What follows belongs to an exercise in optimizing a design on an open flow for a short achievable clock period and few clock cycles; a production flow would make more cautious choices.
RTL that was checked went through simulation tests only; none was proved equivalent to the original.
Power and IR drop assume default switching activity.

Design cpu_top, start of the top module:
module cpu_top
(
  input  logic                   clk,
  input  logic                   reset,
  input  logic [16-1:0] instr_word,
  output logic [10-1:0]   iaddr,
  input  logic                   wb_ack_i,
  input  logic [16-1:0] wb_dat_i,
  output logic                   wb_cyc_o,
  output logic                   wb_stb_o,
  output logic                   wb_we_o,
  output logic [16-1:0]  wb_adr_o,
  output logic [16-1:0] wb_dat_o,
  output logic                   halted
);
Size: ~440 flip-flops, roughly 81 I/O pins, about 23000 um^2 of cells after synthesis.
==> flow/config.mk <==
export PLATFORM = sky130hd
export DESIGN_NAME = cpu_top
export DESIGN_NICKNAME = cpu_top
export VERILOG_FILES = /design/flow/design.v
export SDC_FILE = /design/flow/constraint.sdc
export NUM_CORES = 4
export LEC_CHECK = 0
export ABC_CLOCK_PERIOD_IN_PS = 2000
export CAP_MARGIN = 20
export CORE_MARGIN = 2
export CORE_UTILIZATION = 40
export SETUP_SLACK_MARGIN = 5
export SLEW_MARGIN = 20
export TNS_END_PERCENT = 100
==> flow/constraint.sdc <==
create_clock -name core_clock -period 7.0 [get_ports {clk}]
set_input_delay 1.4000 -clock core_clock [delete_from_list [all_inputs] [get_ports {clk}]]
set_output_delay 1.4000 -clock core_clock [all_outputs]
set_load 0.01 [all_outputs]
run.sh (not shown) runs the stock make flow with config.mk's settings and CLKGATE_MAP_FILE= SYNTH_SCRIPT=/design/flow/synth_recipe.tcl, a recipe that flattens the netlist after the stock synthesis.
==> next run, changes <==
--- a/flow/design.v
+++ b/flow/design.v
@@ -206,12 +206,13 @@
 endmodule
 module cpu_io_master
 (
   input  logic                   clk,
   input  logic                   reset,
   input  logic                   start,
+  input  logic                   load,
   input  logic                   start_we,
   input  logic [16-1:0]  adr,
   input  logic [16-1:0] wdata,
   input  logic                   wb_ack_i,
   output logic                   wb_cyc_o,
   output logic                   wb_stb_o,
@@ -231,13 +232,13 @@
       cyc_q <= 1'b0;
     else if (!stall)
       cyc_q <= start;
   end
   always_ff @(posedge clk)
   begin
-    if (!stall && start)
+    if (!stall && load)
     begin
       we_q  <= start_we;
       adr_q <= adr;
       dat_q <= wdata;
     end
   end
@@ -267,12 +268,13 @@
   output logic [(1 << 4)-1:1]    d_sb,
   output logic                    d_fe_a,
   output logic                    d_fe_b,
   output logic                    d_fw_a,
   output logic                    d_fw_b,
   output logic                    bus_start,
+  output logic                    bus_load,
   output logic                    bus_we,
   output logic [4:0]              e_op,
   output logic                    e_inv,
   output logic                    e_we,
   output logic [4-1:0]   e_rd,
   output logic                    halted
@@ -325,13 +327,13 @@
   assign d_jnz  = (ir.opcode == cpu_isa_pkg::JNZ);
   assign d_cond = v_d && (d_jz || d_jnz);
   assign d_sf   = v_d && d_alu;
   assign d_we   = v_d && (d_alu || d_ldi || d_ld) && (ir.rd != '0);
   assign d_op = {ir.opcode == cpu_isa_pkg::XOR, ir.opcode == cpu_isa_pkg::OR,
                  ir.opcode == cpu_isa_pkg::AND, d_sub, ir.opcode == cpu_isa_pkg::ADD};
-  assign e_take = e_jz ? flag_w : !flag_w;
+  assign e_take = e_jz ? w_zero : !w_zero;
   assign red_e  = e_br && (e_take != e_pred);
   assign d_known = !e_sf;
   assign d_take  = d_jz ? flag_w : !flag_w;
   assign red_d   = d_cond && d_known && (d_take != pred_d);
   assign d_go    = v_d && !red_e;
   assign redirect    = red_e || red_d;
@@ -342,12 +344,13 @@
   assign f_jnz   = (f_ins.opcode == cpu_isa_pkg::JNZ);
   assign f_ldi   = (f_ins.opcode == cpu_isa_pkg::LDI);
   logic f_zero;
   assign f_zero  = d_sf ? d_pz : (!e_sf && flag_w);
   assign f_take  = f_jmp || (f_jz && f_zero) || (f_jnz && !f_zero);
   assign bus_start = d_go && (d_ld || d_st);
+  assign bus_load  = v_d && (d_ld || d_st);
   assign bus_we    = d_st;
   always_ff @(posedge clk)
   begin
     if (!stall)
     begin
       for (int i = 1; i < (1 << 4); i++)
@@ -437,12 +440,13 @@
   logic                   f_take;
   logic                   redirect;
   logic [10-1:0]   redirect_pc;
   logic                   d_ldi;
   logic                   d_sub;
   logic                   bus_start;
+  logic                   bus_load;
   logic                   bus_we;
   logic [4:0]             e_op;
   logic                   e_inv;
   logic                   e_we;
   logic [4-1:0]  e_rd;
   logic                   w_zero;
@@ -494,12 +498,13 @@
     .redirect_pc (redirect_pc),
     .ir_o        (ir),
     .d_ldi       (d_ldi),
     .d_sub       (d_sub),
     .d_op        (d_op),
     .bus_start   (bus_start),
+    .bus_load    (bus_load),
     .bus_we      (bus_we),
     .d_sa        (d_sa),
     .d_sb        (d_sb),
     .d_fe_a      (d_fe_a),
     .d_fe_b      (d_fe_b),
     .d_fw_a      (d_fw_a),
@@ -571,12 +576,13 @@
     .y_inv (e_y_inv)
   );
   cpu_io_master u_io_master (
     .clk      (clk),
     .reset    (reset),
     .start    (bus_start),
+    .load     (bus_load),
     .start_we (bus_we),
     .adr      (b_n),
     .wdata    (a_n),
     .wb_ack_i (wb_ack_i),
     .wb_cyc_o (wb_cyc_o),
     .wb_stb_o (wb_stb_o),
After rerunning: Count of clock-buffer cells in the layout went down by 4. Total power went up by 21%. Sequential power went up by 9.9%. Wire length went up by 0.62%. Cell count barely changes. Critical path depth does not change. Clock power hardly moves. Die area barely changes.
No run of this note included a check of the RTL's function; only the layout flow was run.


Setup of JK:
Another version of the RTL of cpu_top (not shown whole).
Size in the first run: roughly 2100 cells after synthesis, roughly 500 flip-flops, about 81 I/O pins.
make LEC_CHECK=0 ABC_CLOCK_PERIOD_IN_PS=2000 CAP_MARGIN=20 CORE_MARGIN=2 CORE_UTILIZATION=40 SETUP_SLACK_MARGIN=5 SLEW_MARGIN=20 TNS_END_PERCENT=100 finish   # period 7.0 ns
Relative to JK, the following input files were edited for MS:
-- flow/design.v --
<<< JK, line 276
  logic [11:0]          w_fld;
  logic                 w_sub;
  logic [(1 << 4)-1:1] lp_eq;
  logic                 lp_zero;
  logic                 flag_q;
>>> MS, line 276
  logic [11:0]          w_fld;
  logic                 w_sub;
  logic [(1 << 4)-1:1] lp_v;
  logic [(1 << 4)-1:1] lp_eq;
  logic [4-1:0] lp_rb [1:(1 << 4)-1];
  logic                 lp_hit;
  logic                 lp_zero;
  logic                 flag_q;
<<< JK, line 301
  logic f_ldi;
  assign flag_w = w_sf ? w_zero : flag_q;
  assign d_ldi  = (ir.opcode == cpu_isa_pkg::LDI);
  assign d_ld   = (ir.opcode == cpu_isa_pkg::LD);
  assign d_st   = (ir.opcode == cpu_isa_pkg::ST);
  assign d_halt = (ir.opcode == cpu_isa_pkg::HALT);
  assign d_cond = v_d && (d_jz || d_jnz);
  assign d_sf   = v_d && d_alu;
>>> MS, line 304
  logic f_ldi;
  assign flag_w = w_sf ? w_zero : flag_q;
  assign d_alu  = (ir.opcode == cpu_isa_pkg::ADD) || (ir.opcode == cpu_isa_pkg::SUB) ||
                  (ir.opcode == cpu_isa_pkg::AND) || (ir.opcode == cpu_isa_pkg::OR)  ||
                  (ir.opcode == cpu_isa_pkg::XOR);
  assign d_ldi  = (ir.opcode == cpu_isa_pkg::LDI);
  assign d_sub  = (ir.opcode == cpu_isa_pkg::SUB);
  assign d_ld   = (ir.opcode == cpu_isa_pkg::LD);
  assign d_st   = (ir.opcode == cpu_isa_pkg::ST);
  assign d_halt = (ir.opcode == cpu_isa_pkg::HALT);
  assign d_jz   = (ir.opcode == cpu_isa_pkg::JZ);
  assign d_jnz  = (ir.opcode == cpu_isa_pkg::JNZ);
  assign d_cond = v_d && (d_jz || d_jnz);
  assign d_sf   = v_d && d_alu;
<<< JK, line 330
  always_comb
  begin
    f_lp_zero = 1'b0;
    for (int i = 1; i < (1 << 4); i++)
      if (f_ins.rd == i)
        f_lp_zero = lp_eq[i];
    f_lp_hit = (f_ins.opcode == cpu_isa_pkg::SUB) && (f_ins.ra == f_ins.rd);
  end
  logic f_alu;
  assign f_alu = (f_ins.opcode == cpu_isa_pkg::ADD) || (f_ins.opcode == cpu_isa_pkg::SUB) ||
                 (f_ins.opcode == cpu_isa_pkg::AND) || (f_ins.opcode == cpu_isa_pkg::OR)  ||
                 (f_ins.opcode == cpu_isa_pkg::XOR);
  always_ff @(posedge clk or posedge reset)
  begin
    if (reset)
    begin
      d_alu   <= 1'b0;
      d_sub   <= 1'b0;
      d_jz    <= 1'b0;
      d_jnz   <= 1'b0;
      lp_zero <= 1'b0;
    end
    else if (!stall)
    begin
      d_alu   <= f_alu;
      d_sub   <= (f_ins.opcode == cpu_isa_pkg::SUB);
      d_jz    <= f_jz;
      d_jnz   <= f_jnz;
      lp_zero <= f_lp_hit && f_lp_zero;
    end
  end
  assign f_zero = d_sf ? lp_zero : (d_known && flag_e);
  assign f_take  = f_jmp || (f_jz && f_zero) || (f_jnz && !f_zero);
  assign bus_start = d_go && (d_ld || d_st);
>>> MS, line 339
  always_comb
  begin
    f_lp_hit  = 1'b0;
    f_lp_zero = 1'b0;
    for (int i = 1; i < (1 << 4); i++)
      if (f_ins.rd == i)
      begin
        f_lp_hit  = lp_v[i] && (lp_rb[i] == f_ins.rb);
        f_lp_zero = lp_eq[i];
      end
    f_lp_hit = f_lp_hit && (f_ins.opcode == cpu_isa_pkg::SUB) && (f_ins.ra == f_ins.rd);
  end
  always_ff @(posedge clk)
  begin
    if (!stall)
    begin
      lp_hit  <= f_lp_hit;
      lp_zero <= f_lp_zero;
    end
  end
  assign f_zero = d_sf ? (lp_hit && lp_zero) : (d_known && flag_e);
  assign f_take  = f_jmp || (f_jz && f_zero) || (f_jnz && !f_zero);
  assign bus_start = d_go && (d_ld || d_st);
<<< JK, line 421
  end
  always_ff @(posedge clk)
    w_fld <= e_fld;
  always_ff @(posedge clk or posedge reset)
  begin
    if (reset)
      lp_eq <= '0;
    else if (w_sub && w_fld[7:4] == w_fld[11:8])
      for (int i = 1; i < (1 << 4); i++)
        if (w_fld[11:8] == i)
          lp_eq[i] <= w_eqb;
  end
  always_ff @(posedge clk or posedge reset)
>>> MS, line 419
  end
  always_ff @(posedge clk)
  begin
    w_fld <= e_fld;
    if (w_sub && w_fld[7:4] == w_fld[11:8])
      for (int i = 1; i < (1 << 4); i++)
        if (w_fld[11:8] == i)
        begin
          lp_eq[i] <= w_eqb;
          lp_rb[i] <= w_fld[3:0];
        end
  end
  always_ff @(posedge clk or posedge reset)
  begin
    if (reset)
      lp_v <= '0;
    else if (w_sub && w_fld[7:4] == w_fld[11:8])
      for (int i = 1; i < (1 << 4); i++)
        if (w_fld[11:8] == i)
          lp_v[i] <= 1'b1;
  end
  always_ff @(posedge clk or posedge reset)
<<< JK, line 466
  logic [10-1:0]   pc_inc;
  logic                   stall;
  logic [7:0]             w_nz;
  logic                   f_take;
  logic                   redirect;
>>> MS, line 473
  logic [10-1:0]   pc_inc;
  logic                   stall;
  logic                   f_take;
  logic                   redirect;
<<< JK, line 563
    w_rd <= e_rd;
    w_y  <= e_y;
    for (int k = 0; k < 8; k++)
      w_nz[k] <= e_y[2*k] || e_y[2*k+1];
    w_b  <= b_q;
  end
  assign e_zero = &zt_q;
  assign w_zero = (w_nz == '0);
  cpu_regfile u_regfile (
    .clk   (clk),
>>> MS, line 569
    w_rd <= e_rd;
    w_y  <= e_y;
    w_b  <= b_q;
  end
  assign e_zero = &zt_q;
  assign w_zero = (w_y == '0);
  cpu_regfile u_regfile (
    .clk   (clk),
==> comparison <==
The fmax in MS sits about 7% below the value recorded for JK.
[compare] base=JK new=MS: combinational share of power went up 1.6 points; portion of the clock cycle consumed by the worst path in the final layout went up 3.0 points; number of vias per cell after detailed routing held; met2 track demand over resource held.
Multi-input combinational area share: MS vs JK down 1.4 points
Function was not checked in any run of this note: the RTL went through the layout flow alone.


the previous run:
Another version of the RTL of cpu_top (not shown whole).
Size in the first run: about 2,100 cells after synthesis, ~81 I/O pins, ~24,000 sq um of cells after synthesis.
Design cpu_top, start of the top module:
module cpu_top
(
  input  logic                   clk,
  input  logic                   reset,
  input  logic [16-1:0] instr_word,
  output logic [10-1:0]   iaddr,
  input  logic                   wb_ack_i,
  input  logic [16-1:0] wb_dat_i,
  output logic                   wb_cyc_o,
  output logic                   wb_stb_o,
  output logic                   wb_we_o,
  output logic [16-1:0]  wb_adr_o,
  output logic [16-1:0] wb_dat_o,
  output logic                   halted
);
==> module cpu_control, before the edit <==
module cpu_control
(
  input  logic                    clk,
  input  logic                    reset,
  input  logic [16-1:0] instr_word,
  input  logic [10-1:0]    pc_inc,
  input  logic                    stall,
  input  logic                    w_zero,
  input  logic                    w_eqb,
  input  logic                    e_zero,
  input  logic                    e_exact,
  output logic                    f_take,
  output logic                    redirect,
  output logic [10-1:0]    redirect_pc,
  output logic [16-1:0] ir_o,
  output logic                    d_ldi,
  output logic                    d_sub,
  output logic [4:0]              d_op,
  output logic                    d_eqz,
  output logic [(1 << 4)-1:1]    d_sa,
  output logic [(1 << 4)-1:1]    d_sb,
  output logic                    d_fe_a,
  output logic                    d_fe_b,
  output logic                    d_fw_a,
  output logic                    d_fw_b,
  output logic                    bus_start,
  output logic                    bus_load,
  output logic                    bus_we,
  output logic [4:0]              e_op,
  output logic                    e_inv,
  output logic                    e_we,
  output logic [4-1:0]   e_rd,
  output logic                    halted
);
  cpu_isa_pkg::instr_t f_ins;
  cpu_isa_pkg::instr_t ir;
  assign f_ins = instr_word;
  assign ir_o  = ir;
  logic                 v_d;
  logic                 pred_d;
  logic [10-1:0] pcp1_d;
  logic                 e_sf;
  logic                 e_br;
  logic                 e_jz;
  logic                 e_pred;
  logic [10-1:0] e_tgt;
  logic [10-1:0] e_pcp1;
  logic                 w_sf;
  logic [11:0]          e_fld;
  logic [11:0]          w_fld;
  logic                 w_sub;
  logic [(1 << 4)-1:1] lp_eq;
  logic                 lp_hit;
  logic                 lp_zero;
  logic                 flag_q;
  logic                 flag_w;
  logic                 flag_e;
  logic d_alu;
  logic d_ld;
  logic d_st;
  logic d_halt;
  logic d_jz;
  logic d_jnz;
  logic d_cond;
  logic d_sf;
  logic d_we;
  logic d_known;
  logic d_take;
  logic red_d;
  logic e_take;
  logic red_e;
  logic d_go;
  logic f_jmp;
  logic f_jz;
  logic f_jnz;
  logic f_ldi;
  assign flag_w = w_sf ? w_zero : flag_q;
  assign d_alu  = (ir.opcode == cpu_isa_pkg::ADD) || (ir.opcode == cpu_isa_pkg::SUB) ||
                  (ir.opcode == cpu_isa_pkg::AND) || (ir.opcode == cpu_isa_pkg::OR)  ||
                  (ir.opcode == cpu_isa_pkg::XOR);
  assign d_ldi  = (ir.opcode == cpu_isa_pkg::LDI);
  assign d_sub  = (ir.opcode == cpu_isa_pkg::SUB);
  assign d_ld   = (ir.opcode == cpu_isa_pkg::LD);
  assign d_st   = (ir.opcode == cpu_isa_pkg::ST);
  assign d_halt = (ir.opcode == cpu_isa_pkg::HALT);
  assign d_jz   = (ir.opcode == cpu_isa_pkg::JZ);
  assign d_jnz  = (ir.opcode == cpu_isa_pkg::JNZ);
  assign d_cond = v_d && (d_jz || d_jnz);
  assign d_sf   = v_d && d_alu;
  assign d_we   = v_d && (d_alu || d_ldi || d_ld) && (ir.rd != '0);
  assign d_eqz = d_sub || (ir.opcode == cpu_isa_pkg::XOR);
  assign d_op = {ir.opcode == cpu_isa_pkg::XOR, ir.opcode == cpu_isa_pkg::OR,
                 ir.opcode == cpu_isa_pkg::AND, d_sub, ir.opcode == cpu_isa_pkg::ADD};
  assign e_take = e_jz ? w_zero : !w_zero;
  assign red_e  = e_br && (e_take != e_pred);
  assign flag_e = e_sf ? e_zero : flag_w;
  assign d_known = !e_sf || e_exact;
  assign d_take  = d_jz ? flag_e : !flag_e;
  assign red_d   = d_cond && d_known && (d_take != pred_d);
  assign d_go    = v_d && !red_e;
  assign redirect    = red_e || red_d;
  assign redirect_pc = red_e ? (e_take ? e_tgt : e_pcp1) :
                       (d_take ? ir[10-1:0] : pcp1_d);
  assign f_jmp   = (f_ins.opcode == cpu_isa_pkg::JMP);
  assign f_jz    = (f_ins.opcode == cpu_isa_pkg::JZ);
  assign f_jnz   = (f_ins.opcode == cpu_isa_pkg::JNZ);
  assign f_ldi   = (f_ins.opcode == cpu_isa_pkg::LDI);
  logic f_zero;
  logic f_lp_hit;
  logic f_lp_zero;
  always_comb
  begin
    f_lp_zero = 1'b0;
    for (int i = 1; i < (1 << 4); i++)
      if (f_ins.rd == i)
        f_lp_zero = lp_eq[i];
    f_lp_hit = (f_ins.opcode == cpu_isa_pkg::SUB) && (f_ins.ra == f_ins.rd);
  end
  always_ff @(posedge clk)
  begin
    if (!stall)
    begin
      lp_hit  <= f_lp_hit;
      lp_zero <= f_lp_zero;
    end
  end
  assign f_zero = d_sf ? (lp_hit && lp_zero) : (d_known && flag_e);
  assign f_take  = f_jmp || (f_jz && f_zero) || (f_jnz && !f_zero);
  assign bus_start = d_go && (d_ld || d_st);
  assign bus_load  = v_d && (d_ld || d_st);
  assign bus_we    = d_st;
  always_ff @(posedge clk)
  begin
    if (!stall)
    begin
      for (int i = 1; i < (1 << 4); i++)
      begin
        d_sa[i] <= (f_ins.ra == i);
        d_sb[i] <= (f_ins.rb == i);
      end
      d_fe_a <= d_we && (ir.rd == f_ins.ra) && !f_ldi;
      d_fe_b <= d_we && (ir.rd == f_ins.rb) && !f_ldi;
      d_fw_a <= e_we && (e_rd == f_ins.ra);
      d_fw_b <= e_we && (e_rd == f_ins.rb);
    end
  end
  always_ff @(posedge clk or posedge reset)
  begin
    if (reset)
    begin
      v_d    <= 1'b0;
      ir     <= '0;
      pred_d <= 1'b0;
      pcp1_d <= '0;
      e_we   <= 1'b0;
      e_sf   <= 1'b0;
      e_br   <= 1'b0;
      halted <= 1'b0;
    end
    else if (!stall)
    begin
      v_d    <= !(redirect || (v_d && d_halt) || halted);
      ir     <= f_ins;
      pred_d <= f_take;
      pcp1_d <= pc_inc;
      e_we   <= d_we && !red_e;
      e_sf   <= d_sf && !red_e;
      e_br   <= d_cond && !d_known && !red_e;
      halted <= halted || (d_go && d_halt);
    end
  end
  always_ff @(posedge clk)
  begin
    if (!stall)
    begin
      e_op   <= {d_ld, ir.opcode == cpu_isa_pkg::XOR, ir.opcode == cpu_isa_pkg::OR,
                 ir.opcode == cpu_isa_pkg::AND,
                 ir.opcode == cpu_isa_pkg::ADD || d_sub || d_ldi};
      e_inv  <= d_sub;
      e_rd   <= ir.rd;
      e_fld  <= ir[11:0];
      e_jz   <= d_jz;
      e_pred <= pred_d;
      e_tgt  <= ir[10-1:0];
      e_pcp1 <= pcp1_d;
    end
  end
  always_ff @(posedge clk)
    w_fld <= e_fld;
  always_ff @(posedge clk or posedge reset)
  begin
    if (reset)
      lp_eq <= '0;
    else if (w_sub && w_fld[7:4] == w_fld[11:8])
      for (int i = 1; i < (1 << 4); i++)
        if (w_fld[11:8] == i)
          lp_eq[i] <= w_eqb;
  end
  always_ff @(posedge clk or posedge reset)
  begin
    if (reset)
    begin
      w_sf   <= 1'b0;
      flag_q <= 1'b0;
      w_sub  <= 1'b0;
    end
    else
    begin
      w_sf  <= e_sf;
      w_sub <= e_sf && e_inv;
      if (w_sf)
        flag_q <= w_zero;
    end
  end
endmodule
make LEC_CHECK=0 ABC_CLOCK_PERIOD_IN_PS=2000 CAP_MARGIN=20 CORE_MARGIN=2 CORE_UTILIZATION=40 SETUP_SLACK_MARGIN=5 SLEW_MARGIN=20 TNS_END_PERCENT=100 finish   # period 7.0 ns
Relative to the previous run, the following input files were edited for the current run:
--- a/flow/design.v
+++ b/flow/design.v
@@ -277,5 +277,4 @@
   logic                 w_sub;
   logic [(1 << 4)-1:1] lp_eq;
-  logic                 lp_hit;
   logic                 lp_zero;
   logic                 flag_q;
@@ -302,14 +301,8 @@
   logic f_ldi;
   assign flag_w = w_sf ? w_zero : flag_q;
-  assign d_alu  = (ir.opcode == cpu_isa_pkg::ADD) || (ir.opcode == cpu_isa_pkg::SUB) ||
-                  (ir.opcode == cpu_isa_pkg::AND) || (ir.opcode == cpu_isa_pkg::OR)  ||
-                  (ir.opcode == cpu_isa_pkg::XOR);
   assign d_ldi  = (ir.opcode == cpu_isa_pkg::LDI);
-  assign d_sub  = (ir.opcode == cpu_isa_pkg::SUB);
   assign d_ld   = (ir.opcode == cpu_isa_pkg::LD);
   assign d_st   = (ir.opcode == cpu_isa_pkg::ST);
   assign d_halt = (ir.opcode == cpu_isa_pkg::HALT);
-  assign d_jz   = (ir.opcode == cpu_isa_pkg::JZ);
-  assign d_jnz  = (ir.opcode == cpu_isa_pkg::JNZ);
   assign d_cond = v_d && (d_jz || d_jnz);
   assign d_sf   = v_d && d_alu;
@@ -343,13 +336,28 @@
     f_lp_hit = (f_ins.opcode == cpu_isa_pkg::SUB) && (f_ins.ra == f_ins.rd);
   end
-  always_ff @(posedge clk)
+  logic f_alu;
+  assign f_alu = (f_ins.opcode == cpu_isa_pkg::ADD) || (f_ins.opcode == cpu_isa_pkg::SUB) ||
+                 (f_ins.opcode == cpu_isa_pkg::AND) || (f_ins.opcode == cpu_isa_pkg::OR)  ||
+                 (f_ins.opcode == cpu_isa_pkg::XOR);
+  always_ff @(posedge clk or posedge reset)
   begin
-    if (!stall)
+    if (reset)
     begin
-      lp_hit  <= f_lp_hit;
-      lp_zero <= f_lp_zero;
+      d_alu   <= 1'b0;
+      d_sub   <= 1'b0;
+      d_jz    <= 1'b0;
+      d_jnz   <= 1'b0;
+      lp_zero <= 1'b0;
+    end
+    else if (!stall)
+    begin
+      d_alu   <= f_alu;
+      d_sub   <= (f_ins.opcode == cpu_isa_pkg::SUB);
+      d_jz    <= f_jz;
+      d_jnz   <= f_jnz;
+      lp_zero <= f_lp_hit && f_lp_zero;
     end
   end
-  assign f_zero = d_sf ? (lp_hit && lp_zero) : (d_known && flag_e);
+  assign f_zero = d_sf ? lp_zero : (d_known && flag_e);
   assign f_take  = f_jmp || (f_jz && f_zero) || (f_jnz && !f_zero);
   assign bus_start = d_go && (d_ld || d_st);
Findings:
[compare] base=the previous run new=the current run: placed instance area shows a reduction of 0.88%, clock buffer and inverter area fraction after layout shows a reduction of 0.24 points, net switching power shows a reduction of 0.50 mW, post-synthesis instance area shows a reduction of 1.2%, area taken by multi-input logic gates shows a reduction of 2.7%. Relative to the previous run, post-synthesis instance total decreased by 1.3% in the current run. Looking at logic depth of the worst path, buffers included, the current run sits above the previous run. The current run ended up with a lower pin count of the biggest net entering global routing than the previous run did. The previous run vs the current run, endpoint of the worst setup timing path: u_io_master.dat_q[14]$_DFFE_PP_ vs u_fetch.pc[1]$_DFFE_PP0N_. Diff the previous run -> the current run: share of final-layout standard cells stronger than drive strength 1 decreased 3.0 points, via count decreased by 3.9% relative to the old numbers, register bit total from synthesis increased 3, transition time at the pin with the least slew margin +0.23 ns. Hold slack delta (the previous run -> the current run): insignificant.
Testbench counts of the current run, summed over its fixed seeds: cycles 41,083.
No functional check of the RTL was part of the previous run.

## port drivers added, routing unchanged
Ports are ideal in the flow. The routed layouts listed here were re-timed in OpenROAD. Step 1, drivers: a clkbuf_16 drives clk and a buf_2 each remaining input, both assumed. Step 2 times the ports against the registers' clock, not the clock port: input delays grow and output delays shrink by t, the midpoint of the rising clock arrivals with the driver on. Three values: no drivers, after step 1, after step 2; two values: the first two.
run | t (ns) | setup WS [ns] | worst slew at a driven data input, ns | cell pins on the clock port's net
the first run of note 1 | 0.662 | 2.942 / 2.942 / 2.942 | 0.05 | 1
the second run of note 1 | 0.663 | 2.779 / 2.779 / 2.779 | 0.04 | 1
JK | 0.673 | 4.381 / 4.342 / 3.826 | 0.06 | 1
MS | 0.695 | 4.172 / 4.172 / 3.668 | 0.18 | 1
the previous run | 0.665 | 4.342 / 4.331 / 3.887 | 0.06 | 1
the current run | 0.668 | 4.374 / 4.346 / 3.784 | 0.06 | 1
After both steps setup and hold are still met in every run listed. The setup slack of the current run, which loses most, moves by -0.028 ns with the drivers and by -0.590 ns with both steps.
